Context: an optimization exercise on an open-source flow, tuned for small area, a short achievable clock period and few clock cycles per item. The choices shown serve that exercise and are no tape-out recipe. At most, simulation tests tie the RTL to the original design; equivalence was not proved. Only the layout flow was run in runs 1, 6 and 7; the RTL was not checked for function there. No activity file was given, so power comes from the tool's default toggle rates.

==> design/flow/design.v <==
package ooo_pkg;
    localparam int DATA_W    = 8;
    localparam int REG_COUNT = 8;
endpackage
`timescale 1ns/1ps
module ooo_core (
    input  logic       clk,
    input  logic       rst,
    input  logic       in_valid,
    input  logic [2:0] in_op,
    input  logic [2:0] in_dst,
    input  logic [2:0] in_src_a,
    input  logic [2:0] in_src_b,
    input  logic [7:0] in_imm,
    output logic       retire_valid,
    output logic [2:0] retire_dst,
    output logic [7:0] retire_value
);
    logic       x_valid;
    logic [2:0] x_dst;
    logic [1:0] x_op;
    logic [7:0] x_a;
    logic [7:0] x_b;
    logic       x_fwd_a;
    logic       x_fwd_b;
    logic [7:0] regfile [8];
    logic       ldi;
    logic [7:0] a;
    logic [7:0] b;
    logic [7:0] sum;
    logic [7:0] result;
    logic [7:0] wdata;
    logic [7:0] wen;
    assign ldi = in_op[2];
    always_ff @(posedge clk) begin
        x_valid <= in_valid && !rst;
        x_dst <= in_dst;
        x_op <= ldi ? 2'd0 : in_op[1:0];
        x_a <= ldi ? in_imm : regfile[in_src_a];
        x_b <= ldi ? 8'd0 : regfile[in_src_b];
        x_fwd_a <= !ldi && x_valid && in_src_a == x_dst;
        x_fwd_b <= !ldi && x_valid && in_src_b == x_dst;
    end
    assign a = x_fwd_a ? retire_value : x_a;
    assign b = x_fwd_b ? retire_value : x_b;
    assign sum = a + (b ^ {8{x_op[0]}}) + {7'd0, x_op[0]};
    always_comb begin
        case (x_op)
            2'd2:    result = a & b;
            2'd3:    result = a ^ b;
            default: result = sum;
        endcase
    end
    assign wdata = rst ? 8'd0 : result;
    for (genvar r = 0; r < 8; r++) begin : g_wen
        assign wen[r] = rst || (x_valid && x_dst == 3'(r));
    end
    always_ff @(posedge clk) begin
        for (int r = 0; r < 8; r++) begin
            if (wen[r]) begin
                regfile[r] <= wdata;
            end
        end
    end
    always_ff @(posedge clk) begin
        retire_valid <= x_valid && !rst;
        retire_dst <= x_dst;
        retire_value <= result;
    end
endmodule
==> design/flow/flow/run.sh <==
#!/bin/bash
# The standard layout, with two changes:
#  - synthesis maps logic with an area-oriented ABC script (flow/area.abc) and
#    without ORFS's half/full-adder cell mapping; registers are mapped exactly
#    as in the standard synthesis, which runs the same script otherwise;
#  - timing repair aims below the limit the standard settings allow.
# Each step's full log is in orfs/logs; make's own output is in standard_flow.log.
set -euo pipefail
here=$(pwd)
export MY_ABC_SCRIPT=$here/flow/area.abc
bash standard.sh SYNTH_SCRIPT=$here/flow/synth.tcl ADDER_MAP_FILE= SETUP_SLACK_MARGIN=${MARGIN:-5.7} finish > standard_flow.log 2>&1
==> design/flow/flow/area.abc <==
strash
ifraig
scorr
dc2
strash
&get -n
&dch -f
&nf
&put
topo
stime -c
==> design/flow/flow/synth.tcl <==
proc synth {args} { yosys synth -nofsm -noshare {*}$args }
# Map logic with the area-oriented ABC script given in MY_ABC_SCRIPT instead of ORFS's
proc abc {args} {
  set i [lsearch -exact $args -script]
  if {$i >= 0} { set args [lreplace $args $i [expr {$i + 1}] -script $::env(MY_ABC_SCRIPT)] }
  yosys abc {*}$args
}
source $::env(SCRIPTS_DIR)/synth.tcl
# left out here: clear keep_hierarchy, flatten, clean up, hide names made inside functions, write 1_2_yosys.v
==> design/flow/standard.sh <==
#!/bin/bash
# synth_recipe.tcl (not shown) runs the flow's synth.tcl, then flattens the netlist and writes it again
# the make line also repeats each setting of config.mk as NAME=value (left out here)
make -C /OpenROAD-flow-scripts/flow DESIGN_CONFIG=/design/flow/config.mk WORK_HOME=/design/flow/orfs CLKGATE_MAP_FILE= SYNTH_SCRIPT=/design/flow/synth_recipe.tcl "${@:-finish}"
==> design/flow/config.mk <==
export PLATFORM = sky130hd
export DESIGN_NAME = ooo_core
export DESIGN_NICKNAME = ooo_core
export VERILOG_FILES = /design/flow/design.v
export SDC_FILE = /design/flow/constraint.sdc
export NUM_CORES = 4
export LEC_CHECK = 0
export ABC_AREA = 1
export CAP_MARGIN = 20
export CORE_MARGIN = 2
export CORE_UTILIZATION = 40
export PLACE_DENSITY = 0.6
export SETUP_SLACK_MARGIN = 5
export SLEW_MARGIN = 20
export TNS_END_PERCENT = 10
==> design/flow/constraint.sdc <==
create_clock -name core_clock -period 8.0 [get_ports {clk}]
set_input_delay 1.6000 -clock core_clock [delete_from_list [all_inputs] [get_ports {clk}]]
set_output_delay 1.6000 -clock core_clock [all_outputs]
set_load 0.01 [all_outputs]
==> results of run 1 <==
==> cells by family (layout without fill, tap and decap cells) <==
| family | after synthesis | in the layout | share of synthesized area, % |
|---|---|---|---|
| buf+inv | 17 | 89 | 1.501 |
| flops | 100 | 100 | 62.17 |
| fa+ha+maj | 3 | 3 | 0.7065 |
| simple gates | 65 | 65 | 8.537 |
| xor+xnor | 21 | 21 | 4.327 |
| compound gates | 103 | 103 | 18.93 |
| mux | 16 | 16 | 3.827 |
==> final timing paths <==
| check | end | slack (ns) | cells past startpoint |
|---|---|---|---|
| worst max-delay path | regfile[2][7]$_DFFE_PP_ | 5.03 | 10 |
| worst min-delay path | retire_dst[0]$_DFF_P_ | 0.47 | 0 |
| worst max register to register | regfile[2][7]$_DFFE_PP_ | 5.03 | 10 |
| worst min register to register | retire_dst[0]$_DFF_P_ | 0.47 | 0 |
==> layer usage <==
layer  part of all wire [%]  track usage (%)
met5                      0                0
met4                    2.7            8.998
met3                    9.5            5.106
met2                     48            34.18
met1                     40            27.09
==> area by class of cell <==
class,instances,area (sq um),area share [%]
inverter,17,73.82,1.381
tap,136,170.2,3.184
multi-input combinational,208,1707,31.93
timing repair buffer,56,521.8,9.761
clock inverter,7,97.59,1.826
sequential,100,2651,49.60
clock buffer,9,123.9,2.317
==> report_power, final <==
| group | switching, mW | internal, mW | leakage (nW) |
|---|---|---|---|
| clock | 0.182 | 0.179 | 0.114 |
| sequential | 0.0564 | 0.655 | 0.959 |
| combinational | 0.141 | 0.135 | 0.783 |
==> repair_timing <==
action,CTS,global route
endpoints found under the setup margin,164,161
gates resized for setup,52,3
setup buffers,16,1
cloned,0,0
pin swaps,16,2
==> per-stage QoR <==
stage	util, %	worst slack [ns]
after CTS	51.63	5.000
final	51.78	5.032
after global placement	46.96	4.009
after detailed placement	47.11	4.151
after floorplan	-	5.142
after global routing	51.78	4.926
==> synth_stat cells, drive strengths merged, types with 4 or more instances <==
cell type  count  area, sq um
a31oi          8        50.05
xnor2         18        157.7
o21ai         11        55.05
a222oi        30        300.3
dfxtp         36        720.7
a31o           4        35.03
clkinv        17        63.81
and3          11        68.82
nor2           9        33.78
nor3b          7        52.55
a21oi         17        85.08
a221oi        10        87.58
edfxtp        64         1922
nor2b         16        100.1
a22oi          6        45.04
mux2i         14        140.1
nand2         12        45.04
==> state kept, by name, indices dropped and copies added, names as in the netlist <==
register and count:
x_valid 1, retire_value 8, x_dst 3, retire_dst 3, x_op 2, regfile 64, x_a 8, retire_valid 1
x_fwd_b 1, x_fwd_a 1, x_b 8
==> key figures, run 1 <==
Placed design
  – Cell Area, Placed: 4863 sq um
  – Placed wire-length estimate: 7625 microns
  – GP Congestion: 0.8721
  – Inst Count DP: 500
  – IO buf count: 34

Floorplan
  – Die ar.: 11470 sq um
  – Core Area: ~10000 sq um
  – Cell Rows: 37
  – Boundary Pins: 35
  – Initial core utilization: 41.17%
  – Die Y: 107.1 microns
  – Width of the die: 107.1 microns

CTS
  – Hold Buf Count CTS: 0
  – Clock slew at reported path FFs: around 0.10 ns
  – TritonCTS clock tree: built
  – Clock Root Buffer: clkbuf_8
  – Worst-case clock buffer depth: 2
  – CTS Buf Count: 9
  – Clk sinks: 100
  – Clk Latency, worst-skew pair: 0.37 ns
  – H-tree level count: 3

Synthesis
  – Avg Cell Area, Syn: ~13 sq um
  – Post-synth top flop: edfxtp_1
  – Post-Syn Area: 4250 sq um
  – Synth cell types: 34
  – Yosys warnings: 2
  – Gate Count Post-Synth: 325
  – Async SR Flop Fraction: 0%
  – Yosys reg bits: 100
  – Register area share after synthesis: 62.17%
  – Syn Nets: ~350
  – Number of enable flip-flop cells after synthesis: 64

Setup path
  – Crit Path Category: reg -> reg
  – Crit-path max cell delay: about 0.4 ns
  – Setup crit start: x_fwd_b$_DFF_P_
  – WP buf/inv: 0
  – Setup crit end kind: flop
  – Worst path required time: 8.07 ns
  – CP cell instances: mux2i_4 > mux2_4 > maj3_2 > maj3_2 > o21ai_2 > maj3_2 > a211oi_2 > or3_1 > nand3_2 > a21oi_4
  – CP arrival: 3.03 ns
  – Startpoint Class: flop
  – Most used cell, CP: maj3_2
  – Worst-path fanout max: 8
  – Worst R2R Start: x_fwd_b$_DFF_P_
  – CP top delay family: adder cells
  – CP max-delay cell: dfxtp_4

Power and ir drop
  – Total power: 1.348 mW
  – Pwr dens: between 200 and 300 nW/um^2
  – Leakage Power: 1.855 nW
  – Peak supply drop: about 87 uV

Cells and area
  – Area growth syn-to-layout: 25.76%
  – Fin area: 5345 sq um
  – Commonest non-fill, non-tap cell in the layout: edfxtp_1
  – Most frequent cells in the layout: 64 x edfxtp_1, 33 x dfxtp_1, 30 x a222oi_1, 27 x clkdlybuf4s50_1, 22 x buf_4
  – Post-Layout Cell Count: around 530
  – Filler cell count: between 800 and 900
  – Nets: 415
  – Layout cells sized above 1: 18.14%
  – N_diodes: 0

Timing
  – Worst Max-Slew Pin Slew: 0.9001 ns
  – Worst Hold Slack: around 0.47 ns
  – Final period utilization: 37.10%
  – Final Setup Violations: 0
  – Final min period: slightly below 3 ns
  – RSZ-0062 raised after global routing: yes
  – Final hold viol count: 0
  – Worst-case clock skew: 0.009639 ns
  – Sum Neg Setup Slack: 0 ns
  – Final max-slew violation count: 0
  – Maximum achievable frequency: 0.3369 GHz
  – Slew headroom: 39.99%

Run
  – Max-cap violations: 0

Drt
  – Avg WL per Cell: 22.01 microns
  – Residual DRC: 0
  – Final ANT Viol Nets: 0
  – DRT Pass-1 Iters: 9
  – Via Count: between 3000 and 4000
  – Post-Route WL: 11730 microns
  – Initial DRC Count: between 500 and 600
  – Post-DR vias/cell: 6.174

Global route
  – First-pass GRT wire length: 18040 microns
  – Largest net degree at the start of global routing: 28
  – GRT Residual Overflow: 0
  – Vias in the first global route: 3241
  – Initial antenna violation count: 0
  – Total GRT Usage: 21.15%

Outcome
  – Outcome: no timing/DRC/antenna violations

Hold path
  – Hold WC Path Type: reg -> reg
  – Min-delay src: x_dst[0]$_DFF_P_
==> inputs of run 2 (changes only) <==
--- a/design/flow/design.v
+++ b/design/flow/design.v
@@ -31,13 +31,29 @@
     logic [7:0] result;
     logic [7:0] wdata;
     logic [7:0] wen;
+    logic       rst_q;
+    logic [7:0] sel_a;
+    logic [7:0] sel_b;
+    logic [7:0] rd_a;
+    logic [7:0] rd_b;
     assign ldi = in_op[2];
+    always_comb begin
+        rd_a = '0;
+        rd_b = '0;
+        for (int r = 0; r < 8; r++) begin
+            sel_a[r] = !rst_q && in_src_a == 3'(r);
+            sel_b[r] = !rst_q && !ldi && in_src_b == 3'(r);
+            rd_a = rd_a | (regfile[r] & {8{sel_a[r]}});
+            rd_b = rd_b | (regfile[r] & {8{sel_b[r]}});
+        end
+    end
     always_ff @(posedge clk) begin
+        rst_q <= rst;
         x_valid <= in_valid && !rst;
         x_dst <= in_dst;
         x_op <= ldi ? 2'd0 : in_op[1:0];
-        x_a <= ldi ? in_imm : regfile[in_src_a];
-        x_b <= ldi ? 8'd0 : regfile[in_src_b];
+        x_a <= ldi ? in_imm : rd_a;
+        x_b <= rd_b;
         x_fwd_a <= !ldi && x_valid && in_src_a == x_dst;
         x_fwd_b <= !ldi && x_valid && in_src_b == x_dst;
     end
@@ -51,9 +67,9 @@
             default: result = sum;
         endcase
     end
-    assign wdata = rst ? 8'd0 : result;
+    assign wdata = rst_q ? 8'd0 : result;
     for (genvar r = 0; r < 8; r++) begin : g_wen
-        assign wen[r] = rst || (x_valid && x_dst == 3'(r));
+        assign wen[r] = rst_q || (x_valid && x_dst == 3'(r));
     end
     always_ff @(posedge clk) begin
         for (int r = 0; r < 8; r++) begin
==> key figures, run 2 <==
Outcome
  – Outcome: no timing/DRC/antenna violations

Synthesis
  – Register area share after synthesis: 62.46% (+0.29 points)
  – Top cells by count, synth: 64 x edfxtp_1, 37 x dfxtp_1, 30 x a222oi_1
  – Synth area leaders: edfxtp_1 45%, dfxtp_1 17%, a222oi_1 7.0%, mux2i_1 4.0%, a21oi_1 2.2%
  – Syn Nets: 358 (+2.9%)
  – Yosys warnings: 2 (unchanged)
  – Count leader, synth: edfxtp_1
  – Synth area leader: edfxtp_1
  – Post-Syn Area: 4263 sq um (+0.29%)
  – Avg Cell Area, Syn: 12.72 sq um (-2.7%)
  – Synth cell types: 36 (+5.9%)
  – Number of enable flip-flop cells after synthesis: 64 (unchanged)
  – Post-synth top flop: edfxtp_1
  – Yosys reg bits: 101 (+1.0%)
  – Async SR Flop Fraction: 0% (unchanged)
  – Gate Count Post-Synth: 335 (+3.1%)
  – Synth top area share: 45.08% (-0.13 points)

Power and ir drop
  – Peak supply drop: 101.8 uV (+17%)
  – Leakage Power: 2.009 nW (+8.3%)
  – Pwr dens: 221.1 nW/um^2 (-12%)

Setup path
  – Crit-path max cell delay: 0.39 ns (about the same)
  – CP max-delay cell: dfxtp_4
  – Startpoint Class: flop
  – Most used cell, CP: a21o_1
  – Worst-path fanout max: 8 (unchanged)
  – Worst path required time: 8.11 ns (+0.04 ns)
  – Crit Path Category: reg -> reg
  – Levels on crit path: 12 (+2)
  – Reg2Reg Depth: 12 (+2)
  – CP cell instances: mux2i_4 > xnor3_1 > a21o_1 > a21oi_4 > o21ai_2 > a21o_1 > a21oi_2 > o21a_1 > nor2_1 > nor2_2 > a211oi_4 > buf_4
  – WP buf/inv: 1 (+1)
  – CP arrival: 2.81 ns (-0.22 ns)
  – Setup crit end kind: flop
  – CP top delay family: compound AO/OA/AOI/OAI gates

Floorplan
  – Width of the die: 107.2 microns (+0.14%)
  – Die Y: 107.2 microns (+0.14%)
  – Cell Rows: 37 (unchanged)
  – Core Area: 10320 sq um (unchanged)
  – Boundary Pins: 35 (unchanged)
  – Initial core utilization: 41.29% (+0.12 points)
  – Die ar.: 11500 sq um (+0.29%)

Placed design
  – IO buf count: 34 (unchanged)
  – GP Congestion: 0.8772 (+0.58%)
  – Dpl ws: 4.148 ns (-0.002580 ns)
  – Placed wire-length estimate: 7864 microns (+3.1%)

Global route
  – Vias in the first global route: 3215 (-0.80%)
  – First-pass GRT wire length: 18000 microns (-0.27%)
  – Total GRT Usage: 21.11% (-0.037 points)
  – Largest net degree at the start of global routing: 24 (-14%)
  – Initial antenna violation count: 0 (unchanged)
  – GRT Residual Overflow: 0 (unchanged)

Timing
  – Final period utilization: 33.77% (-3.3 points)
  – Slew headroom: 55.60% (+16 points)
  – Sum Neg Setup Slack: 0 ns (unchanged)
  – Worst-case clock skew: 0.01004 ns (+0.0004001 ns)
  – Final Setup Violations: 0 (unchanged)
  – PnR worst setup slack: 5.298 ns (+0.2665 ns)
  – RSZ-0062 raised after global routing: yes
  – Final hold viol count: 0 (unchanged)
  – Final min period: 2.702 ns (-0.2665 ns)
  – Worst Max-Slew Pin Slew: 0.6660 ns (-0.2341 ns)
  – Final max-slew violation count: 0 (unchanged)
  – Maximum achievable frequency: 0.3701 GHz (+9.9%)
  – Worst Hold Slack: 0.4545 ns (-0.01426 ns)

Cells and area
  – Most frequent cells in the layout: 64 x edfxtp_1, 32 x dfxtp_1, 30 x a222oi_1, 19 x buf_4, 16 x a21oi_1
  – Layout cells sized above 1: 24.69% (+6.6 points)
  – N_diodes: 0 (unchanged)
  – FF+latch area: 2676 sq um (+0.94%)
  – Max reg flops: 64 (unchanged)
  – Top reg by flops: regfile
  – Area growth syn-to-layout: 32.14%
  – Filler cell count: 820 (-3.0%)
  – Nets: 427 (+2.9%)
  – Commonest non-fill, non-tap cell in the layout: edfxtp_1
  – Area of the multi-input gates: 1883 sq um (+10%)
  – Final core occ: 54.56% (+2.8 points)

CTS
  – H-tree level count: 3 (unchanged)
  – Clk sinks: 101 (+1.0%)
  – TritonCTS clock tree: built
  – Hold Buf Count CTS: 0 (unchanged)
  – Clock slew at reported path FFs: 0.10 ns (about the same)
  – Worst-case clock buffer depth: 2 (unchanged)
  – Clock Root Buffer: clkbuf_8
  – Clk Latency, worst-skew pair: 0.36 ns (about the same)
  – CTS Buf Count: 9 (unchanged)

Drt
  – Avg WL per Cell: 21.73 microns (-1.3%)
  – Final ANT Viol Nets: 0 (unchanged)
  – Post-DR vias/cell: 6.006 (-2.7%)
  – Residual DRC: 0 (unchanged)
  – Via Count: 3273 (-0.55%)
  – Initial DRC Count: 555 (-6.1%)
  – Post-Route WL: 11840 microns (+0.95%)
  – DRT Pass-1 Iters: 9 (unchanged)

Run
  – Max-cap violations: 0 (unchanged)

Hold path
  – Min-Delay Path Depth: 0 (unchanged)
  – Hold WC Path Type: reg -> reg
[run 2: cell types whose count changed after synthesis, sizes merged, moves of 6 or more]
cell / delta
a31oi: -7
nand2b: +6
nand3: +10
nor2: +11
nor3b: -6
xnor2: -8
[run 2: worst paths after layout]
| path | slack (ns) | startpoint | end |
|---|---|---|---|
| setup / recovery | 5.30 | x_fwd_a$_DFF_P_ | regfile[1][6]$_DFFE_PP_ |
| hold / removal | 0.45 | x_dst[0]$_DFF_P_ | retire_dst[0]$_DFF_P_ |
| setup reg to reg | 5.30 | x_fwd_a$_DFF_P_ | regfile[1][6]$_DFFE_PP_ |
| hold reg to reg | 0.45 | x_dst[0]$_DFF_P_ | retire_dst[0]$_DFF_P_ |
[run 2: cells by family after synthesis]
logic type / after synthesis / synth area share (%)
buffers and inverters: 16 / 1.409
DFF: 101 / 62.46
xor gates and xnor gates: 16 / 3.610
AOI/OAI and AO/OA: 92 / 17.23
and+or+nand+nor: 93 / 11.30
muxes: 17 / 3.992
[run 2: timing repair]
item / CTS / global route
endpoints found under the hold margin: 0 / 0
pin swaps: 26 / 7
resized for setup: 106 / 10
endpoints found under the setup margin: 91 / 87
setup buffers: 18 / 5
gates cloned: 1 / 0
[run 2: layout make-up]
class / count / share of cell area (%)
clock buffers: 9 / 2.199
clock inverters: 7 / 1.821
inverters: 16 / 1.244
multi-input cells: 218 / 33.43
flip-flops and latches: 101 / 47.51
well taps: 136 / 3.021
repair buffers: 58 / 10.77
[run 2: report_power, final]
part	internal, mW	switching, mW
clock network	0.181	0.181
logic	0.0933	0.108
registers	0.633	0.0503
total	0.907	0.339
[run 2: per-layer routing]
layer | vias to the layer above | share of wire (%) | track usage [%]
li1 | 1489 | - | -
met1 | 1578 | 43 | 28.59
met2 | 189 | 47 | 33.14
met3 | 17 | 8.8 | 4.924
met4 | 0 | 1.5 | 7.699
met5 | - | 0 | 0
[run 2: metrics by stage]
stage	power (mW)	area, sq um	cells
global placement	0.8646	4927	505
finish	1.246	5633	545
global route	1.292	5633	545
floorplan	0.7791	4417	335
detailed placement	0.8658	4927	505
CTS	1.235	5548	540
Testbench counts of run 2, summed over its fixed seeds: cycles 4,816, items 4,800.
==> inputs of run 3 (changes only) <==
--- a/design/flow/flow/run.sh
+++ b/design/flow/flow/run.sh
@@ -8,4 +8,4 @@
 set -euo pipefail
 here=$(pwd)
 export MY_ABC_SCRIPT=$here/flow/area.abc
-bash standard.sh SYNTH_SCRIPT=$here/flow/synth.tcl ADDER_MAP_FILE= SETUP_SLACK_MARGIN=${MARGIN:-5.7} finish > standard_flow.log 2>&1
+bash standard.sh SYNTH_SCRIPT=$here/flow/synth.tcl ADDER_MAP_FILE= SETUP_SLACK_MARGIN=${MARGIN:-6.0} finish > standard_flow.log 2>&1
==> key figures, run 3 <==
Cells and area
  – N_diodes: 0 (unchanged)
  – Top reg by flops: regfile
  – Area of the multi-input gates: 1883 sq um (unchanged)
  – Commonest non-fill, non-tap cell in the layout: edfxtp_1
  – Layout cells sized above 1: 25.06% (+0.37 points)
  – FF+latch area: 2676 sq um (unchanged)
  – Area growth syn-to-layout: 32.99%
  – Most frequent cells in the layout: 64 x edfxtp_1, 32 x dfxtp_1, 30 x a222oi_1, 19 x buf_4, 16 x a21oi_1
  – Nets: 429 (+0.47%)
  – Max reg flops: 64 (unchanged)
  – Filler cell count: 807 (-1.6%)

CTS
  – Clock slew at reported path FFs: 0.10 ns (about the same)
  – Worst-case clock buffer depth: 2 (unchanged)
  – Clock Root Buffer: clkbuf_8
  – TritonCTS clock tree: built
  – Clk Latency, worst-skew pair: 0.36 ns (about the same)
  – Clk sinks: 101 (unchanged)
  – H-tree level count: 3 (unchanged)
  – CTS Buf Count: 9 (unchanged)

Hold path
  – Min-delay src: x_dst[0]$_DFF_P_
  – Hold Crit Endpoint: retire_dst[0]$_DFF_P_
  – Min-Delay Path Depth: 0 (unchanged)
  – Hold WC Path Type: reg -> reg

Setup path
  – Reg2Reg Depth: 11 (-1)
  – Worst-path fanout max: 8 (unchanged)
  – Startpoint Class: flop
  – WP buf/inv: 1 (unchanged)
  – CP max-delay cell: dfxtp_4
  – Worst R2R Start: x_fwd_a$_DFF_P_
  – Worst path required time: 8.07 ns (-0.04 ns)
  – CP top delay family: compound AO/OA/AOI/OAI gates
  – Most used cell, CP: a21oi_4
  – Crit Path Category: reg -> reg
  – CP arrival: 2.74 ns (-0.07 ns)
  – Setup crit end kind: flop
  – CP cell instances: buf_4 > mux2i_2 > xor2_2 > a21oi_4 > o21ai_2 > a21o_1 > a21oi_2 > o21a_1 > or3_1 > nand3_2 > a21oi_4
  – FF-to-FF End: regfile[6][7]$_DFFE_PP_
  – Crit-path max cell delay: 0.39 ns (about the same)
  – Setup crit start: x_fwd_a$_DFF_P_
  – R2R setup slack: 5.33 ns (+0.03 ns)

Global route
  – GRT Residual Overflow: 0 (unchanged)
  – Vias in the first global route: 3230 (+0.47%)
  – Total GRT Usage: 21.20% (+0.091 points)
  – Largest net degree at the start of global routing: 24 (unchanged)
  – First-pass GRT wire length: 18110 microns (+0.65%)
  – Initial antenna violation count: 0 (unchanged)

Timing
  – Final min period: 2.671 ns (-0.03026 ns)
  – Final period utilization: 33.39% (-0.38 points)
  – Final Setup Violations: 0 (unchanged)
  – PnR worst setup slack: 5.329 ns (+0.03026 ns)
  – Maximum achievable frequency: 0.3743 GHz (+1.1%)
  – RSZ-0062 raised after global routing: yes
  – Worst-case clock skew: 0.009147 ns (-0.0008915 ns)
  – Slew headroom: 55.19% (-0.41 points)
  – Sum Neg Setup Slack: 0 ns (unchanged)
  – Worst Max-Slew Pin Slew: 0.6721 ns (+0.006102 ns)
  – Final hold viol count: 0 (unchanged)
  – Final max-slew violation count: 0 (unchanged)

Floorplan
  – Die ar.: 11500 sq um (unchanged)
  – Initial core utilization: 41.29% (unchanged)
  – Core Area: 10320 sq um (unchanged)
  – Cell Rows: 37 (unchanged)
  – Width of the die: 107.2 microns (unchanged)
  – Die Y: 107.2 microns (unchanged)
  – Boundary Pins: 35 (unchanged)

Run
  – Max-cap violations: 0 (unchanged)

Drt
  – Residual DRC: 0 (unchanged)
  – Post-Route WL: 11840 microns (about the same)
  – Final ANT Viol Nets: 0 (unchanged)
  – Via Count: 3277 (+0.12%)
  – Avg WL per Cell: 21.65 microns (-0.37%)
  – Post-DR vias/cell: 5.991 (-0.24%)
  – Initial DRC Count: 592 (+6.7%)
  – DRT Pass-1 Iters: 13 (+4)

Synthesis
  – Yosys warnings: 2 (unchanged)
  – Synth cell types: 36 (unchanged)
  – Async SR Flop Fraction: 0% (unchanged)
  – Synth area leaders: edfxtp_1 45%, dfxtp_1 17%, a222oi_1 7.0%, mux2i_1 4.0%, a21oi_1 2.2%
  – Gate Count Post-Synth: 335 (unchanged)
  – Avg Cell Area, Syn: 12.72 sq um (unchanged)
  – Number of enable flip-flop cells after synthesis: 64 (unchanged)
  – Post-synth top flop: edfxtp_1
  – Syn Nets: 358 (unchanged)
  – Synth area leader: edfxtp_1
  – Register area share after synthesis: 62.46% (unchanged)
  – Top cells by count, synth: 64 x edfxtp_1, 37 x dfxtp_1, 30 x a222oi_1
  – Count leader, synth: edfxtp_1
  – Yosys reg bits: 101 (unchanged)
  – Post-Syn Area: 4263 sq um (unchanged)
  – Synth top area share: 45.08% (unchanged)

Power and ir drop
  – Leakage Power: 2.025 nW (+0.81%)
  – Peak supply drop: 102.3 uV (+0.54%)
  – Pwr dens: 220.1 nW/um^2 (-0.49%)
  – Total power: 1.248 mW (+0.15%)

Placed design
  – IO buf count: 34 (unchanged)
  – Dpl ws: 4.148 ns (unchanged)
  – GP Congestion: 0.8772 (unchanged)
  – Placed wire-length estimate: 7864 microns (unchanged)

Outcome
  – Outcome: no timing/DRC/antenna violations
==> run 3: area by class of cell <==
| class | count | share of cell area [%] |
|---|---|---|
| tap | 136 | 3.002 |
| inverter | 16 | 1.236 |
| multi-input combinational | 218 | 33.22 |
| clock inverter | 7 | 1.810 |
| sequential | 101 | 47.21 |
| timing repair buffer | 60 | 11.34 |
| clock buffer | 9 | 2.185 |
==> run 3: how the worst max path moves through the flow <==
| stage | to | slack [ns] | cells past startpoint |
|---|---|---|---|
| 2_1_floorplan | x_b[2]$_DFF_P_ | 5.42 | 4 |
| 3_3_place_gp | x_b[5]$_DFF_P_ | 4.16 | 5 |
| 3_5_place_dp | x_b[2]$_DFF_P_ | 4.15 | 5 |
| 4_1_cts | regfile[7][7]$_DFFE_PP_ | 5.29 | 11 |
| 5_1_grt | regfile[4][7]$_DFFE_PP_ | 5.19 | 11 |
| 6_report | regfile[6][7]$_DFFE_PP_ | 5.33 | 11 |
==> run 3: what timing repair did <==
item                                    4_1_cts  5_1_grt
resized for setup                           110       11
pin swaps                                    29        8
buffers inserted                             20        5
hold buffers                                  0        0
gates cloned                                  1        0
endpoints found under the setup margin      100       97
==> run 3: metal layers <==
| layer | track usage [%] | up-vias | share of wire [%] |
|---|---|---|---|
| li1 | - | 1492 | - |
| met1 | 28.71 | 1583 | 44 |
| met2 | 33.32 | 180 | 46 |
| met3 | 4.924 | 22 | 7.9 |
| met4 | 7.699 | 0 | 2.2 |
| met5 | 0 | - | 0 |
==> run 3: worst register-to-register path, stage by stage, from the launching register on <==
cell	delay, ns
dfxtp_4	0.39
buf_4	0.18
mux2i_2	0.31
xor2_2	0.22
a21oi_4	0.05
o21ai_2	0.16
a21o_1	0.20
a21oi_2	0.09
o21a_1	0.19
or3_1	0.37
nand3_2	0.12
a21oi_4	0.10
==> run 3: power breakdown <==
group	internal [mW]	switching (mW)
Sequential	0.633	0.0505
Combinational	0.0954	0.108
Clock	0.181	0.180
Total	0.909	0.339
==> run 3: kinds of logic (layout without fill, tap and decap cells) <==
group,Yosys count,in the layout,synth area share [%]
buffers and inverters,16,92,1.409
multiplexers,17,17,3.992
AND/OR/NAND/NOR,93,93,11.30
XOR/XNOR,16,16,3.610
AO/OA/AOI/OAI,92,92,17.23
flip-flops,101,101,62.46
==> run 3: per-stage QoR <==
step	area (sq um)	utilization, %	instances	hold WS, ns
finish	5669	54.91	547	0.4502
floorplan	4417	-	335	0.4040
global placement	4927	47.73	505	0.4232
global route	5669	54.91	547	0.4663
CTS	5580	54.05	542	0.4432
detailed placement	4927	47.73	505	0.4288
==> inputs of run 4 (changes only) <==
--- a/design/flow/config.mk
+++ b/design/flow/config.mk
@@ -12,4 +12,4 @@
 export PLACE_DENSITY = 0.6
 export SETUP_SLACK_MARGIN = 5
 export SLEW_MARGIN = 20
-export TNS_END_PERCENT = 10
+export TNS_END_PERCENT = 100
==> key figures, run 4 <==
Power and ir drop
  – Leakage Power: 2.170 nW (+7.1%)
  – Peak supply drop: 97.89 uV (-4.3%)
  – Pwr dens: 218.9 nW/um^2 (-0.54%)
  – Total power: 1.317 mW (+5.6%)

CTS
  – TritonCTS clock tree: built
  – Worst-case clock buffer depth: 2 (unchanged)
  – H-tree level count: 3 (unchanged)
  – CTS Buf Count: 9 (unchanged)
  – Clk sinks: 101 (unchanged)
  – Clock slew at reported path FFs: 0.10 ns (about the same)
  – Clock Root Buffer: clkbuf_8
  – Clk Latency, worst-skew pair: 0.37 ns (about the same)

Cells and area
  – FF+latch area: 2690 sq um (+0.51%)
  – N_diodes: 0 (unchanged)
  – Post-Layout Cell Count: 566 (+3.5%)
  – Area growth syn-to-layout: 41.18%
  – Max reg flops: 64 (unchanged)
  – Area of the multi-input gates: 1992 sq um (+5.8%)
  – Filler cell count: 788 (-2.4%)
  – Most frequent cells in the layout: 64 x edfxtp_1, 30 x a222oi_1, 30 x buf_4, 25 x dfxtp_1, 16 x buf_6
  – Layout cells sized above 1: 35.81% (+11 points)
  – Fin area: 6018 sq um (+6.2%)
  – Commonest non-fill, non-tap cell in the layout: edfxtp_1
  – Final core occ: 58.30% (+3.4 points)
  – Nets: 448 (+4.4%)
  – Top reg by flops: regfile

Timing
  – Worst Hold Slack: 0.4513 ns (+0.001145 ns)
  – Final Setup Violations: 0 (unchanged)
  – Sum Neg Setup Slack: 0 ns (unchanged)
  – Worst Max-Slew Pin Slew: 0.6278 ns (-0.04432 ns)
  – PnR worst setup slack: 5.361 ns (+0.03257 ns)
  – Final hold viol count: 0 (unchanged)
  – Final period utilization: 32.99% (-0.41 points)
  – Worst-case clock skew: 0.01227 ns (+0.003119 ns)
  – Final max-slew violation count: 0 (unchanged)
  – RSZ-0062 raised after global routing: yes
  – Final min period: 2.639 ns (-0.03257 ns)
  – Slew headroom: 58.15% (+3.0 points)
  – Maximum achievable frequency: 0.3790 GHz (+1.2%)

Synthesis
  – Simple-gate portion of the synthesized area: 11.30% (unchanged)
  – Number of enable flip-flop cells after synthesis: 64 (unchanged)
  – Post-Syn Area: 4263 sq um (unchanged)
  – Post-synthesis xor/xnor area fraction: 3.610% (unchanged)
  – Register area share after synthesis: 62.46% (unchanged)
  – Synth top area share: 45.08% (unchanged)
  – Post-synthesis mux area share: 3.992% (unchanged)
  – Yosys reg bits: 101 (unchanged)
  – Avg Cell Area, Syn: 12.72 sq um (unchanged)
  – Count leader, synth: edfxtp_1
  – Async SR Flop Fraction: 0% (unchanged)
  – Synth Area in Compound Gates: 17.23% (unchanged)
  – Combinational family with the most area after synthesis: compound AO/OA/AOI/OAI gates
  – Gate Count Post-Synth: 335 (unchanged)
  – Synth area leader: edfxtp_1
  – Synth cell types: 36 (unchanged)
  – Synth area leaders: edfxtp_1 45%, dfxtp_1 17%, a222oi_1 7.0%, mux2i_1 4.0%, a21oi_1 2.2%
  – Syn Nets: 358 (unchanged)
  – Top cells by count, synth: 64 x edfxtp_1, 37 x dfxtp_1, 30 x a222oi_1
  – Synth Area in Adders: 0% (unchanged)
  – Post-synth top flop: edfxtp_1
  – Yosys warnings: 2 (unchanged)

Setup path
  – CP arrival: 2.75 ns (about the same)
  – FF-to-FF End: regfile[2][7]$_DFFE_PP_
  – R2R setup slack: 5.36 ns (+0.03 ns)
  – Reg2Reg Depth: 12 (+1)
  – Worst path required time: 8.11 ns (+0.04 ns)
  – Worst R2R Start: x_fwd_b$_DFF_P_
  – Crit Path Category: reg -> reg
  – Startpoint Class: flop
  – Worst-path fanout max: 8 (unchanged)
  – Setup crit end kind: flop

Global route
  – Largest net degree at the start of global routing: 24 (unchanged)
  – First-pass GRT wire length: 18890 microns (+4.3%)
  – GRT Residual Overflow: 0 (unchanged)
  – Initial antenna violation count: 0 (unchanged)
  – Total GRT Usage: 22.34% (+1.1 points)
  – Vias in the first global route: 3337 (+3.3%)

Drt
  – Avg WL per Cell: 22.34 microns (+3.2%)
  – Met3 WL post-DR: 1160 microns (+24%)
  – Post-Route WL: 12650 microns (+6.8%)
  – Post-DR vias/cell: 6.106 (+1.9%)
  – Initial DRC Count: 529 (-11%)
  – Final ANT Viol Nets: 0 (unchanged)
  – Residual DRC: 0 (unchanged)
  – DRT Pass-1 Iters: 10 (-3)
  – Top layer in use: met4
  – Via Count: 3456 (+5.5%)
  – WL met1: 5073 microns (-2.3%)
  – Met2 WL: 5994 microns (+9.8%)

Hold path
  – Min-Delay Path Depth: 0 (unchanged)
  – Min-delay src: x_dst[0]$_DFF_P_
  – Hold WC Path Type: reg -> reg
  – Hold Crit Endpoint: retire_dst[0]$_DFF_P_

Floorplan
  – Die Y: 107.2 microns (unchanged)
  – Boundary Pins: 35 (unchanged)
  – Core Area: 10320 sq um (unchanged)
  – Die ar.: 11500 sq um (unchanged)
  – Width of the die: 107.2 microns (unchanged)
  – Cell Rows: 37 (unchanged)
  – Initial core utilization: 41.29% (unchanged)

Placed design
  – Cell Area, Placed: 5022 sq um (+1.9%)
  – Inst Count DP: 506 (+0.20%)
  – GP Congestion: 0.8812 (+0.46%)
  – Placed wire-length estimate: 7933 microns (+0.87%)
  – IO buf count: 34 (unchanged)
  – Dpl ws: 4.067 ns (-0.08141 ns)

Run
  – Max-cap violations: 0 (unchanged)

Outcome
  – Outcome: no timing/DRC/antenna violations
run 4: area by class of cell:
cell class / count / area share, %
Clock buffer: 9 / 2.058
Clock inverter: 7 / 1.767
Inverter: 16 / 1.164
Multi-Input combinational cell: 218 / 33.10
Sequential cell: 101 / 44.70
Tap cell: 136 / 2.827
Timing Repair Buffer: 79 / 14.39
run 4: where the power goes:
group          total [mW]  switching, mW  internal (mW)
sequential          0.684         0.0481          0.636
combinational       0.269          0.129          0.141
clock               0.364          0.183          0.181
run 4: timing repair:
| action | 4_1_cts | 5_1_grt |
|---|---|---|
| pin swaps | 44 | 33 |
| endpoints found under the setup margin | 100 | 99 |
| gates resized for setup | 152 | 28 |
| hold buffers | 0 | 0 |
| gates cloned | 1 | 0 |
| buffers inserted | 34 | 9 |
run 4: routing by layer:
metal | up-vias | GRT usage (%)
met1 | 1656 | 29.06
li1 | 1545 | -
met5 | - | 0
met4 | 0 | 10.39
met2 | 215 | 36.03
met3 | 40 | 4.255
run 4: worst max-delay path, cell delays in order (launching register included):
cell	delay (ns)
dfxtp_4	0.40
buf_4	0.12
mux2i_2	0.23
xnor2_1	0.18
xor2_1	0.25
a21oi_2	0.07
o21ai_2	0.14
a21o_1	0.17
a21oi_2	0.08
o21a_1	0.20
or3_1	0.32
nand3_2	0.11
a21oi_4	0.10
run 4: worst max path at each step:
stage               startpoint                      end  depth (start not counted)  slack [ns]
5_1_grt        x_fwd_b$_DFF_P_  regfile[2][7]$_DFFE_PP_                         13        5.24
3_5_place_dp          in_op[2]           x_b[7]$_DFF_P_                          5        4.07
6_report       x_fwd_b$_DFF_P_  regfile[2][7]$_DFFE_PP_                         12        5.36
2_1_floorplan      in_src_b[2]           x_b[2]$_DFF_P_                          4        5.42
4_1_cts        x_fwd_b$_DFF_P_  regfile[2][7]$_DFFE_PP_                         11        5.29
3_3_place_gp          in_op[2]           x_b[5]$_DFF_P_                          5        4.15
run 4: cell families (layout without fill, tap and decap cells):
kind of cell	Yosys count	after routing
compound gates	92	92
xor+xnor	16	16
buf+inv	16	111
flops	101	101
mux	17	17
simple gates	93	93
==> inputs of run 5 (changes only) <==
==> design/flow/flow/run.sh (replaced) <==
#!/bin/bash
# The standard layout, with three changes:
#  - synthesis maps logic with an area-oriented ABC script (flow/area.abc) and
#    without ORFS's half/full-adder cell mapping; registers are mapped exactly
#    as in the standard synthesis, which runs the same script otherwise;
#  - timing repair aims below the limit the standard settings allow;
#  - ports are buffered with buf_2 cells instead of the cell buffer_ports picks.
# Each step's full log is in orfs/logs; make's own output is in standard_flow.log.
set -euo pipefail
here=$(pwd)
export MY_ABC_SCRIPT=$here/flow/area.abc
bash standard.sh SYNTH_SCRIPT=$here/flow/synth.tcl ADDER_MAP_FILE= SETUP_SLACK_MARGIN=${MARGIN:-6.0} "BUFFER_PORTS_ARGS=-buffer_cell sky130_fd_sc_hd__buf_2" finish > standard_flow.log 2>&1
--- a/design/flow/config.mk
+++ b/design/flow/config.mk
@@ -12,4 +12,4 @@
 export PLACE_DENSITY = 0.6
 export SETUP_SLACK_MARGIN = 5
 export SLEW_MARGIN = 20
-export TNS_END_PERCENT = 100
+export TNS_END_PERCENT = 10
==> key figures, run 5 <==
Floorplan
  – Boundary Pins: 35 (unchanged)
  – Core Area: 10320 sq um (unchanged)
  – Width of the die: 107.2 microns (unchanged)
  – Die Y: 107.2 microns (unchanged)
  – Initial core utilization: 41.29% (unchanged)
  – Die ar.: 11500 sq um (unchanged)
  – Cell Rows: 37 (unchanged)

Global route
  – Largest net degree at the start of global routing: 24 (unchanged)
  – Total GRT Usage: 19.87% (-2.5 points)
  – Global route hottest layer: met2
  – Grt met2 use: 30.06% (-6.0 points)
  – Vias in the first global route: 3143 (-5.8%)
  – GRT Residual Overflow: 0 (unchanged)
  – Met3 Use GR: 3.040% (-1.2 points)
  – Met1 GRT Util: 27.38% (-1.7 points)
  – First-pass GRT wire length: 17020 microns (-9.9%)
  – Initial antenna violation count: 0 (unchanged)

Timing
  – RSZ-0062 raised after global routing: yes
  – Final Setup Violations: 0 (unchanged)
  – Slew headroom: 49.16% (-9.0 points)
  – Sum Neg Setup Slack: 0 ns (unchanged)
  – Maximum achievable frequency: 0.3565 GHz (-5.9%)
  – Final period utilization: 35.06% (+2.1 points)
  – Final max-slew violation count: 0 (unchanged)
  – Worst-case clock skew: 0.01007 ns (-0.002194 ns)
  – Final hold viol count: 0 (unchanged)
  – Worst Max-Slew Pin Slew: 0.7597 ns (+0.1319 ns)
  – Final min period: 2.805 ns (+0.1660 ns)

Synthesis
  – Yosys reg bits: 101 (unchanged)
  – Async SR Flop Fraction: 0% (unchanged)
  – Avg Cell Area, Syn: 12.72 sq um (unchanged)
  – Post-Syn Area: 4263 sq um (unchanged)
  – Syn Nets: 358 (unchanged)
  – Synth area leader: edfxtp_1
  – Count leader, synth: edfxtp_1
  – Yosys warnings: 2 (unchanged)
  – Register area share after synthesis: 62.46% (unchanged)
  – Gate Count Post-Synth: 335 (unchanged)
  – Number of enable flip-flop cells after synthesis: 64 (unchanged)
  – Synth top area share: 45.08% (unchanged)
  – Synth cell types: 36 (unchanged)
  – Post-synth top flop: edfxtp_1
  – Top cells by count, synth: 64 x edfxtp_1, 37 x dfxtp_1, 30 x a222oi_1
  – Synth area leaders: edfxtp_1 45%, dfxtp_1 17%, a222oi_1 7.0%, mux2i_1 4.0%, a21oi_1 2.2%

Outcome
  – Outcome: no timing/DRC/antenna violations

Drt
  – Post-DR vias/cell: 6.079 (-0.44%)
  – Via Count: 3234 (-6.4%)
  – Final ANT Viol Nets: 0 (unchanged)
  – DRT Pass-1 Iters: 9 (-1)
  – Avg WL per Cell: 20.45 microns (-8.5%)
  – Residual DRC: 0 (unchanged)
  – Post-Route WL: 10880 microns (-14%)
  – Initial DRC Count: 719 (+36%)

CTS
  – Clock Root Buffer: clkbuf_8
  – Worst-case clock buffer depth: 2 (unchanged)
  – Clk sinks: 101 (unchanged)
  – Clock slew at reported path FFs: 0.10 ns (about the same)
  – Clk Latency, worst-skew pair: 0.37 ns (about the same)
  – H-tree level count: 3 (unchanged)
  – CTS Buf Count: 9 (unchanged)
  – TritonCTS clock tree: built

Cells and area
  – Area growth syn-to-layout: 21.10%
  – Filler cell count: 915 (+16%)
  – Nets: 414 (-7.6%)
  – Fin area: 5162 sq um (-14%)
  – Layout cells sized above 1: 24.49% (-11 points)
  – N_diodes: 0 (unchanged)
  – Top reg by flops: regfile
  – Commonest non-fill, non-tap cell in the layout: edfxtp_1
  – Max reg flops: 64 (unchanged)
  – Most frequent cells in the layout: 64 x edfxtp_1, 34 x buf_2, 33 x dfxtp_1, 30 x a222oi_1, 16 x a21oi_1

Setup path
  – Worst-path fanout max: 8 (unchanged)
  – CP arrival: 3.11 ns (+0.36 ns)
  – Setup crit end kind: flop
  – Crit Path Category: in -> reg
  – Startpoint Class: input pin
  – Worst path required time: 8.31 ns (+0.20 ns)

Power and ir drop
  – Leakage Power: 1.807 nW (-17%)
  – Pwr dens: 236.9 nW/um^2 (+8.3%)
  – Peak supply drop: 94.59 uV (-3.4%)

Run
  – Max-cap violations: 0 (unchanged)

Placed design
  – Placed wire-length estimate: 7650 microns (-3.6%)
  – IO buf count: 34 (unchanged)
  – Cell Area, Placed: 4757 sq um (-5.3%)
  – GP Congestion: 0.9222 (+4.7%)

Hold path
  – Hold WC Path Type: reg -> reg
-- run 5: changes by cell type in the layout (fill, tap and decap cells not counted), moves of 5 or more --
cell and delta:
buf_6 -15, nand2b_1 +6, buf_12 -9, buf_2 +30, clkdlybuf4s50_1 -15, dfxtp_2 -6, buf_4 -21, dfxtp_1 +8
nand2b_4 -5
-- run 5: power by group --
part,internal (mW),total (mW),switching [mW]
clock network,0.180,0.360,0.180
registers,0.632,0.681,0.0488
logic,0.0785,0.182,0.103
-- run 5: per-stage QoR --
step / setup slack, ns / util, % / power (mW) / instances / hold slack, ns
detailed placement: 4.870 / 46.08 / 0.8476 / 505 / 0.4274
CTS: 5.254 / 49.48 / 1.216 / 528 / 0.4422
global placement: 4.830 / 46.08 / 0.8462 / 505 / 0.4216
finish: 5.195 / 50.01 / 1.223 / 532 / 0.4396
global route: 5.108 / 50.01 / 1.273 / 532 / 0.4555
floorplan: 5.423 / - / 0.7791 / 335 / 0.4040
-- run 5: final cells by class --
| class | instances | area [sq um] | area share [%] |
|---|---|---|---|
| sequential | 101 | 2675 | 51.82 |
| multi-input combinational | 218 | 1755 | 34.00 |
| timing repair buffer | 45 | 269.0 | 5.211 |
| tap | 136 | 170.2 | 3.296 |
| clock buffer | 9 | 123.9 | 2.399 |
| clock inverter | 7 | 103.9 | 2.012 |
| inverter | 16 | 65.06 | 1.260 |
-- run 5: worst max-delay path, cell delays in order --
cell and delay [ns]:
buf_2 0.19, nand2b_1 0.15, nor2_1 0.62, a222oi_1 0.20
and3_1 0.25, a21oi_1 0.10
-- run 5: kinds of logic after synthesis --
kind of cell,synth area share [%]
flops,62.46
simple gates,11.30
compound gates,17.23
mux,3.992
xor+xnor,3.610
buf+inv,1.409
-- run 5: timing repair --
item / 4_1_cts / 5_1_grt
setup buffers: 7 / 4
hold buffers: 0 / 0
gates resized for setup: 13 / 6
setup endpoints to repair: 98 / 99
pin swaps: 9 / 9
-- run 5: final timing paths --
check | startpoint | cells after the start | endpoint | slack, ns
max | in_src_a[2] | 6 | x_a[2]$_DFF_P_ | 5.20
min | x_dst[0]$_DFF_P_ | 0 | retire_dst[0]$_DFF_P_ | 0.44
max reg2reg | x_fwd_a$_DFF_P_ | 11 | regfile[1][6]$_DFFE_PP_ | 5.30
min reg2reg | x_dst[0]$_DFF_P_ | 0 | retire_dst[0]$_DFF_P_ | 0.44
-- run 5: metal layers --
metal	routed length (microns)	vias up
li1	-	1468
met1	4642	1530
met2	4970	205
met3	985	31
met4	284	0
met5	0	-
==> inputs of run 6 (changes only) <==
--- a/design/flow/design.v
+++ b/design/flow/design.v
@@ -36,6 +36,8 @@
     logic [7:0] sel_b;
     logic [7:0] rd_a;
     logic [7:0] rd_b;
+    logic       hit_a;
+    logic       hit_b;
     assign ldi = in_op[2];
     always_comb begin
         rd_a = '0;
@@ -46,6 +48,10 @@
             rd_a = rd_a | (regfile[r] & {8{sel_a[r]}});
             rd_b = rd_b | (regfile[r] & {8{sel_b[r]}});
         end
+        hit_a = retire_valid && in_src_a == retire_dst;
+        hit_b = retire_valid && !ldi && in_src_b == retire_dst;
+        if (hit_a) rd_a = retire_value;
+        if (hit_b) rd_b = retire_value;
     end
     always_ff @(posedge clk) begin
         rst_q <= rst;
@@ -59,7 +65,30 @@
     end
     assign a = x_fwd_a ? retire_value : x_a;
     assign b = x_fwd_b ? retire_value : x_b;
-    assign sum = a + (b ^ {8{x_op[0]}}) + {7'd0, x_op[0]};
+    logic [7:0] bx;
+    logic [7:0] pg_p [4];
+    logic [7:0] pg_g [4];
+    assign bx = b ^ {8{x_op[0]}};
+    always_comb begin
+        pg_p[0] = a ^ bx;
+        pg_g[0] = a & bx;
+        pg_g[0][0] = (a[0] & bx[0]) | (pg_p[0][0] & x_op[0]);
+        for (int l = 0; l < 3; l++) begin
+            for (int i = 0; i < 8; i++) begin
+                if (i >= (1 << l)) begin
+                    pg_g[l+1][i] = pg_g[l][i] | (pg_p[l][i] & pg_g[l][i-(1<<l)]);
+                    pg_p[l+1][i] = pg_p[l][i] & pg_p[l][i-(1<<l)];
+                end else begin
+                    pg_g[l+1][i] = pg_g[l][i];
+                    pg_p[l+1][i] = pg_p[l][i];
+                end
+            end
+        end
+        sum[0] = pg_p[0][0] ^ x_op[0];
+        for (int i = 1; i < 8; i++) begin
+            sum[i] = pg_p[0][i] ^ pg_g[3][i-1];
+        end
+    end
     always_comb begin
         case (x_op)
             2'd2:    result = a & b;
@@ -67,9 +96,9 @@
             default: result = sum;
         endcase
     end
-    assign wdata = rst_q ? 8'd0 : result;
+    assign wdata = rst_q ? 8'd0 : retire_value;
     for (genvar r = 0; r < 8; r++) begin : g_wen
-        assign wen[r] = rst_q || (x_valid && x_dst == 3'(r));
+        assign wen[r] = rst_q || (retire_valid && retire_dst == 3'(r));
     end
     always_ff @(posedge clk) begin
         for (int r = 0; r < 8; r++) begin
==> key figures, run 6 <==
Power and ir drop
  – Pwr dens: 205.1 nW/um^2 (-13%)
  – Peak supply drop: 118.1 uV (+25%)
  – Leakage Power: 2.138 nW (+18%)

Hold path
  – Hold Crit Endpoint: retire_dst[0]$_DFF_P_
  – Min-delay src: x_dst[0]$_DFF_P_
  – Hold WC Path Type: reg -> reg
  – Min-Delay Path Depth: 0 (unchanged)

Outcome
  – Outcome: no timing/DRC/antenna violations

Drt
  – Residual DRC: 0 (unchanged)
  – Via Count: 3740 (+16%)
  – DRT Pass-1 Iters: 9 (unchanged)
  – Post-DR vias/cell: 6.121 (+0.69%)
  – Final ANT Viol Nets: 0 (unchanged)
  – Post-Route WL: 12910 microns (+19%)
  – Avg WL per Cell: 21.12 microns (+3.3%)
  – Initial DRC Count: 900 (+25%)

Setup path
  – CP top delay family: simple AND/OR/NAND/NOR gates
  – WP buf/inv: 3 (+2)
  – Crit Path Category: in -> reg
  – Startpoint Class: input pin
  – CP max-delay cell: nor2_4
  – Most used cell, CP: buf_4
  – Worst R2R Start: x_fwd_b$_DFF_P_
  – CP cell instances: buf_16 > nor2_2 > nand2_2 > buf_4 > buf_4 > nor2_4 > a222oi_1 > and4_1 > a21oi_2
  – Reg2Reg Depth: 10 (-1)
  – R2R setup slack: 5.38 ns (+0.08 ns)
  – FF-to-FF End: retire_value[6]$_DFF_P_
  – Worst path required time: 8.29 ns (-0.02 ns)
  – Worst-path fanout max: 7 (-1)
  – Crit-path max cell delay: 0.24 ns (-0.38 ns)
  – CP arrival: 2.99 ns (-0.12 ns)
  – Setup crit end kind: flop

Global route
  – Total GRT Usage: 21.89% (+2.0 points)
  – Vias in the first global route: 3626 (+15%)
  – GRT Residual Overflow: 0 (unchanged)
  – Initial antenna violation count: 0 (unchanged)
  – Largest net degree at the start of global routing: 24 (unchanged)
  – First-pass GRT wire length: 19530 microns (+15%)

CTS
  – Clk sinks: 101 (unchanged)
  – Clock Root Buffer: clkbuf_8
  – Clock slew at reported path FFs: 0.09 ns (about the same)
  – H-tree level count: 3 (unchanged)
  – Worst-case clock buffer depth: 2 (unchanged)
  – Clk Latency, worst-skew pair: 0.36 ns (about the same)
  – CTS Buf Count: 9 (unchanged)
  – TritonCTS clock tree: built

Timing
  – Final Setup Violations: 0 (unchanged)
  – Final max-slew violation count: 0 (unchanged)
  – Worst Max-Slew Pin Slew: 0.6630 ns (-0.09670 ns)
  – Slew headroom: 55.80% (+6.6 points)
  – Sum Neg Setup Slack: 0 ns (unchanged)
  – Worst-case clock skew: 0.01074 ns (+0.0006672 ns)
  – Final period utilization: 33.74% (-1.3 points)
  – Final hold viol count: 0 (unchanged)
  – RSZ-0062 raised after global routing: yes
  – Final min period: 2.700 ns (-0.1053 ns)
  – Maximum achievable frequency: 0.3704 GHz (+3.9%)

Cells and area
  – Area of the multi-input gates: 2074 sq um (+18%)
  – Most frequent cells in the layout: 64 x edfxtp_1, 45 x nand2_1, 34 x buf_4, 27 x buf_2, 26 x a222oi_1
  – FF+latch area: 2689 sq um (+0.51%)
  – Filler cell count: 869 (-5.0%)
  – Max reg flops: 64 (unchanged)
  – Layout cells sized above 1: 32.48% (+8.0 points)
  – Commonest non-fill, non-tap cell in the layout: edfxtp_1
  – Post-Layout Cell Count: 611 (+15%)
  – Nets: 489 (+18%)
  – N_diodes: 0 (unchanged)
  – Area growth syn-to-layout: 30.93%
  – Top reg by flops: regfile

Floorplan
  – Die Y: 109.5 microns (+2.1%)
  – Initial core utilization: 41.04% (-0.25 points)
  – Core Area: 10840 sq um (+5.0%)
  – Die ar.: 11980 sq um (+4.2%)
  – Boundary Pins: 35 (unchanged)
  – Cell Rows: 38 (+2.7%)
  – Width of the die: 109.5 microns (+2.1%)

Synthesis
  – Yosys reg bits: 101 (unchanged)
  – Simple-gate portion of the synthesized area: 14.26% (+3.0 points)
  – Async SR Flop Fraction: 0% (unchanged)
  – Count leader, synth: edfxtp_1
  – Synth top area share: 43.19% (-1.9 points)
  – Number of enable flip-flop cells after synthesis: 64 (unchanged)
  – Post-Syn Area: 4449 sq um (+4.4%)
  – Synth cell types: 40 (+11%)
  – Post-synthesis mux area share: 4.359% (+0.37 points)
  – Post-synth top flop: edfxtp_1
  – Combinational family with the most area after synthesis: compound AO/OA/AOI/OAI gates
  – Yosys warnings: 4 (+2)
  – Syn Nets: 402 (+12%)
  – Synth area leaders: edfxtp_1 43%, dfxtp_1 17%, a222oi_1 5.8%, nand2_1 4.0%, mux2i_1 3.6%
  – Synth Area in Adders: 0.2250% (+0.22 points)
  – Synth Area in Compound Gates: 17.38% (+0.15 points)
  – Top cells by count, synth: 64 x edfxtp_1, 47 x nand2_1, 37 x dfxtp_1
  – Synth area leader: edfxtp_1
  – Avg Cell Area, Syn: 11.74 sq um (-7.7%)
  – Post-synthesis xor/xnor area fraction: 3.346% (-0.26 points)
  – Gate Count Post-Synth: 379 (+13%)
  – Register area share after synthesis: 59.84% (-2.6 points)

Placed design
  – Inst Count DP: 553 (+9.5%)
  – GP Congestion: 0.9355 (+1.4%)
  – Placed wire-length estimate: 8085 microns (+5.7%)
  – IO buf count: 34 (unchanged)

Run
  – Max-cap violations: 0 (unchanged)
-- run 6: stage by stage --
step                hold slack [ns]  worst slack, ns  power [mW]  cell area (sq um)  util (%)
global placement             0.3452            4.549      0.8285               4863     44.86
CTS                          0.3553            5.391       1.188               5668     52.29
global route                 0.3674            5.264       1.247               5826     53.74
finish                       0.3591            5.300       1.195               5826     53.74
detailed placement           0.3515            4.533      0.8305               4863     44.86
floorplan                    0.3380            5.239      0.7644               4518         -
-- run 6: per-layer routing --
layer	global-route usage [%]	share of wire (%)
met5	0	0
met4	7.143	2.3
met3	4.801	8.6
met2	35.23	47
met1	29.47	42
-- run 6: cells by family after synthesis --
group	after synthesis
AOI/OAI and AO/OA	102
xor gates and xnor gates	17
adders and majority gates	1
buffers and inverters	7
DFF	101
muxes	19
and+or+nand+nor	132
-- run 6: worst reg2reg max path: cells and delay by family (launching register included) --
family                     cells  cell delay (ns)
and+or+nand+nor                2             0.41
DFF                            1             0.36
adders and majority gates      1             0.33
muxes                          2             0.48
AOI/OAI and AO/OA              5             0.95
-- run 6: power breakdown --
part / internal, mW / leakage, nW / switching (mW)
sequential: 0.628 / 0.966 / 0.0589
combinational: 0.0804 / 1.07 / 0.0970
clock: 0.149 / 0.0980 / 0.182
-- run 6: layout make-up --
cell class | count | share of cell area, %
clock inverters | 7 | 1.418
multi-input cells | 271 | 35.61
well taps | 140 | 3.007
repair buffers | 76 | 11.15
clock buffers | 9 | 2.126
flip-flops and latches | 101 | 46.16
inverters | 7 | 0.5369
-- run 6: worst max path at each step --
stage | start | end | cells after the start
3_5_place_dp | in_op[2] | x_b[0]$_DFF_P_ | 7
2_1_floorplan | in_src_b[2] | x_b[5]$_DFF_P_ | 6
3_3_place_gp | in_op[2] | x_b[0]$_DFF_P_ | 7
6_report | in_op[2] | x_b[0]$_DFF_P_ | 9
4_1_cts | x_fwd_b$_DFF_P_ | retire_value[6]$_DFF_P_ | 10
5_1_grt | in_op[2] | x_b[0]$_DFF_P_ | 9
-- run 6: repair_timing --
| action | CTS | global route |
|---|---|---|
| hold buffers | 0 | 0 |
| setup endpoints to repair | 36 | 35 |
| gates cloned | 1 | 0 |
| setup buffers | 30 | 11 |
| pin swaps | 24 | 12 |
| gates resized for setup | 75 | 12 |
==> inputs of run 7 (changes only) <==
--- a/design/flow/design.v
+++ b/design/flow/design.v
@@ -68,11 +68,15 @@
     logic [7:0] bx;
     logic [7:0] pg_p [4];
     logic [7:0] pg_g [4];
-    assign bx = b ^ {8{x_op[0]}};
+    logic       sub;
+    logic [7:0] gen;
+    assign sub = x_op[0] && !x_op[1];
+    assign bx = b ^ {8{sub}};
+    assign gen = a & bx;
     always_comb begin
         pg_p[0] = a ^ bx;
-        pg_g[0] = a & bx;
-        pg_g[0][0] = (a[0] & bx[0]) | (pg_p[0][0] & x_op[0]);
+        pg_g[0] = gen;
+        pg_g[0][0] = gen[0] | (pg_p[0][0] & sub);
         for (int l = 0; l < 3; l++) begin
             for (int i = 0; i < 8; i++) begin
                 if (i >= (1 << l)) begin
@@ -84,15 +88,15 @@
                 end
             end
         end
-        sum[0] = pg_p[0][0] ^ x_op[0];
+        sum[0] = pg_p[0][0] ^ sub;
         for (int i = 1; i < 8; i++) begin
             sum[i] = pg_p[0][i] ^ pg_g[3][i-1];
         end
     end
     always_comb begin
         case (x_op)
-            2'd2:    result = a & b;
-            2'd3:    result = a ^ b;
+            2'd2:    result = gen;
+            2'd3:    result = pg_p[0];
             default: result = sum;
         endcase
     end
--- a/design/flow/config.mk
+++ b/design/flow/config.mk
@@ -7,9 +7,10 @@
 export LEC_CHECK = 0
 export ABC_AREA = 1
 export CAP_MARGIN = 20
+export CELL_PAD_IN_SITES_DETAIL_PLACEMENT = 1
 export CORE_MARGIN = 2
 export CORE_UTILIZATION = 40
-export PLACE_DENSITY = 0.6
+export PLACE_DENSITY = 0.5
 export SETUP_SLACK_MARGIN = 5
 export SLEW_MARGIN = 20
 export TNS_END_PERCENT = 10
==> key figures, run 7 <==
Outcome
  – Outcome: no timing/DRC/antenna violations

Timing
  – Final Setup Violations: 0 (unchanged)
  – Slew headroom: 54.54% (-1.3 points)
  – Final period utilization: 32.78% (-0.97 points)
  – Sum Neg Setup Slack: 0 ns (unchanged)
  – Worst-case clock skew: 0.01074 ns (-0.000003100 ns)
  – Final hold viol count: 0 (unchanged)
  – RSZ-0062 raised after global routing: yes
  – Maximum achievable frequency: 0.3813 GHz (+2.9%)
  – Final max-slew violation count: 0 (unchanged)
  – Worst Max-Slew Pin Slew: 0.6819 ns (+0.01886 ns)
  – PnR worst setup slack: 5.378 ns (+0.07729 ns)
  – Final min period: 2.622 ns (-0.07729 ns)

Floorplan
  – Cell Rows: 38 (unchanged)
  – Die Y: 109.2 microns (-0.24%)
  – Width of the die: 109.2 microns (-0.24%)
  – Boundary Pins: 35 (unchanged)
  – Initial core utilization: 40.84% (-0.21 points)
  – Die ar.: 11920 sq um (-0.48%)
  – Core Area: 10840 sq um (unchanged)

Global route
  – Met1 GRT Util: 33.17% (+3.7 points)
  – First-pass GRT wire length: 22800 microns (+17%)
  – Vias in the first global route: 3860 (+6.5%)
  – GRT Residual Overflow: 0 (unchanged)
  – Met3 Use GR: 5.380% (+0.58 points)
  – Largest net degree at the start of global routing: 24 (unchanged)
  – Total GRT Usage: 26.71% (+4.8 points)
  – Initial antenna violation count: 0 (unchanged)
  – Global route hottest layer: met2
  – Grt met2 use: 43.83% (+8.6 points)

Synthesis
  – Post-synth top flop: edfxtp_1
  – Top cells by count, synth: 64 x edfxtp_1, 43 x nand2_1, 37 x dfxtp_1
  – Synth top area share: 43.41% (+0.22 points)
  – Syn Nets: 395 (-1.7%)
  – Yosys reg bits: 101 (unchanged)
  – Synth cell types: 39 (-2.5%)
  – Post-Syn Area: 4427 sq um (-0.51%)
  – Gate Count Post-Synth: 372 (-1.8%)
  – Register area share after synthesis: 60.15% (+0.30 points)
  – Synth area leader: edfxtp_1
  – Number of enable flip-flop cells after synthesis: 64 (unchanged)
  – Count leader, synth: edfxtp_1
  – Synth area leaders: edfxtp_1 43%, dfxtp_1 17%, a222oi_1 5.4%, nand2_1 3.6%, mux2i_1 3.4%
  – Async SR Flop Fraction: 0% (unchanged)
  – Yosys warnings: 4 (unchanged)
  – Avg Cell Area, Syn: 11.90 sq um (+1.4%)

Power and ir drop
  – Leakage Power: 2.094 nW (-2.0%)
  – Pwr dens: 213.2 nW/um^2 (+3.9%)
  – Peak supply drop: 123.2 uV (+4.4%)

Setup path
  – Worst R2R Start: x_fwd_b$_DFF_P_
  – Startpoint Class: input pin
  – FF-to-FF End: retire_value[6]$_DFF_P_
  – R2R setup slack: 5.51 ns (+0.13 ns)
  – Worst-path fanout max: 5 (-2)
  – Setup crit end kind: flop
  – Worst path required time: 8.32 ns (+0.03 ns)
  – Reg2Reg Depth: 8 (-2)
  – CP top delay family: simple AND/OR/NAND/NOR gates
  – Crit-path max cell delay: 0.41 ns (+0.17 ns)
  – CP arrival: 2.94 ns (-0.05 ns)
  – Crit Path Category: in -> reg
  – CP cell instances: buf_6 > or3_4 > buf_12 > nor2_4 > buf_4 > nand2_1 > nand4_1 > a221oi_2 > a21oi_1
  – WP buf/inv: 3 (unchanged)
  – CP max-delay cell: or3_4

Hold path
  – Min-Delay Path Depth: 0 (unchanged)
  – Min-delay src: x_dst[0]$_DFF_P_
  – Hold Crit Endpoint: retire_dst[0]$_DFF_P_
  – Hold WC Path Type: reg -> reg

Drt
  – Final ANT Viol Nets: 0 (unchanged)
  – Via Count: 3696 (-1.2%)
  – DRT Pass-1 Iters: 9 (unchanged)
  – Avg WL per Cell: 24.73 microns (+17%)
  – Residual DRC: 0 (unchanged)
  – Initial DRC Count: 351 (-61%)
  – Post-DR vias/cell: 6.181 (+0.97%)
  – Post-Route WL: 14790 microns (+15%)

Cells and area
  – Max reg flops: 64 (unchanged)
  – Most frequent cells in the layout: 64 x edfxtp_1, 40 x nand2_1, 27 x buf_2, 27 x buf_4, 24 x a222oi_1
  – Nets: 476 (-2.7%)
  – Top reg by flops: regfile
  – N_diodes: 0 (unchanged)
  – Area growth syn-to-layout: 29.42%
  – Layout cells sized above 1: 30.79% (-1.7 points)
  – Filler cell count: 1131 (+30%)
  – Commonest non-fill, non-tap cell in the layout: edfxtp_1

Run
  – Max-cap violations: 0 (unchanged)

Placed design
  – Dpl ws: 4.474 ns (-0.05870 ns)
  – IO buf count: 34 (unchanged)
  – Placed wire-length estimate: 9077 microns (+12%)
  – GP Congestion: 0.8667 (-7.4%)

CTS
  – Clock slew at reported path FFs: 0.10 ns (about the same)
  – Worst-case clock buffer depth: 2 (unchanged)
  – Clock Root Buffer: clkbuf_8
  – Clk Latency, worst-skew pair: 0.38 ns (+0.02 ns)
  – Clk sinks: 101 (unchanged)
  – TritonCTS clock tree: built
  – CTS Buf Count: 9 (unchanged)
  – H-tree level count: 3 (unchanged)
[run 7: cell types whose count changed after synthesis, moves of 3 or more]
cell      delta
xor2_1       +6
nor3_1       +4
nand2_1      -4
nand2b_1     -5
nand3_1      -6
and2_0       +3
o21ai_0      -3
a21o_1       -3
a31oi_1      -3
[run 7: worst register-to-register path, stage by stage, from the launching register on]
cell and delay [ns]:
dfxtp_2 0.48, mux2_1 0.41, mux2i_1 0.19, a21oi_2 0.24, o311ai_4 0.14, a311oi_2 0.39
o21a_1 0.20, nor3_1 0.07, a221o_1 0.26
[run 7: layout make-up]
| type | count | area (sq um) | share of cell area, % |
|---|---|---|---|
| inverter | 6 | 22.52 | 0.3931 |
| clock buffer | 10 | 127.6 | 2.228 |
| timing repair buffer | 70 | 604.3 | 10.55 |
| sequential | 101 | 2690 | 46.95 |
| tap | 140 | 175.2 | 3.057 |
| multi-input combinational | 265 | 2056 | 35.88 |
| clock inverter | 6 | 53.80 | 0.9391 |
[run 7: per-layer routing]
layer,share of wire (%),up-vias
met2,49,162
met3,7.4,48
met5,0,-
met1,40,1841
li1,-,1645
met4,4.3,0
[run 7: report_power, final]
part           total [mW]  switching [mW]  internal, mW  leakage, nW
clock               0.312           0.192         0.120       0.0951
combinational       0.196           0.114        0.0824         1.03
sequential          0.714          0.0691         0.644        0.967
[run 7: how the worst max path moves through the flow]
| stage | start | endpoint | cells past startpoint |
|---|---|---|---|
| 2_1_floorplan | in_src_b[2] | x_b[0]$_DFF_P_ | 6 |
| 3_3_place_gp | in_op[2] | x_b[7]$_DFF_P_ | 8 |
| 3_5_place_dp | in_src_a[0] | x_a[1]$_DFF_P_ | 7 |
| 4_1_cts | in_src_b[0] | x_b[3]$_DFF_P_ | 6 |
| 5_1_grt | in_op[2] | x_b[7]$_DFF_P_ | 10 |
| 6_report | in_src_b[2] | x_b[0]$_DFF_P_ | 9 |
[run 7: per-stage QoR]
step	power (mW)	utilization (%)	instance area [sq um]	instances	hold WS, ns
3_3_place_gp	0.8743	44.69	4845	549	0.3459
3_5_place_dp	0.8787	44.74	4850	549	0.3509
5_1_grt	1.278	52.85	5729	598	0.3657
4_1_cts	1.219	52.04	5642	593	0.3568
2_1_floorplan	0.7935	-	4477	372	0.3380
6_report	1.221	52.85	5729	598	0.3563
[run 7: repair_timing]
item / CTS / global route
gates cloned: 1 / 0
hold buffers: 0 / 0
pin swaps: 26 / 12
setup endpoints to repair: 67 / 35
setup buffers: 27 / 5
gates resized for setup: 96 / 10
endpoints found under the hold margin: 0 / 0
[run 7: cell families after synthesis]
kind of cell / share of synthesized area, %
multiplexers: 4.155
XOR/XNOR: 4.551
buffers and inverters: 0.5087
AND/OR/NAND/NOR: 13.74
AO/OA/AOI/OAI: 16.90
flip-flops: 60.15

[static timing again, ports no longer ideal]
How much do the figures lean on ideal ports? The routed layouts below were timed once more, with nothing changed but the port constraints. Step 1 sets driving cells, clkbuf_16 on the clock port and buf_2 on the other inputs (assumed; they add their load-dependent delay and slew). Step 2 times the ports against the registers' clock, not the clock port: input delays grow and output delays shrink by t, the midpoint of the rising clock arrivals with the driver on. Slacks: no drivers / after step 1 / after step 2; pairs: no drivers / after step 1.
run	shift t [ns]	slack for setup (ns)	worst register clock-pin slew, ns	worst data-port slew with drivers (ns)	cell pins on the clock port's net
run 1	0.398	5.032 / 5.031 / 4.659	0.10 / 0.10	0.04	1
run 2	0.385	5.298 / 5.298 / 5.114	0.10 / 0.10	0.17	1
run 3	0.385	5.329 / 5.329 / 5.150	0.10 / 0.10	0.16	1
run 4	0.398	5.361 / 5.361 / 5.138	0.10 / 0.10	0.15	1
run 5	0.405	5.195 / 5.211 / 4.806	0.10 / 0.10	0.04	1
run 6	0.391	5.300 / 5.223 / 4.833	0.10 / 0.10	0.13	1
run 7	0.414	5.378 / 5.284 / 4.869	0.11 / 0.11	0.14	1
After both steps setup and hold are still met in every run listed. For run 7, which loses most, drivers alone change the setup slack by -0.094 ns; drivers and shift together by -0.509 ns.
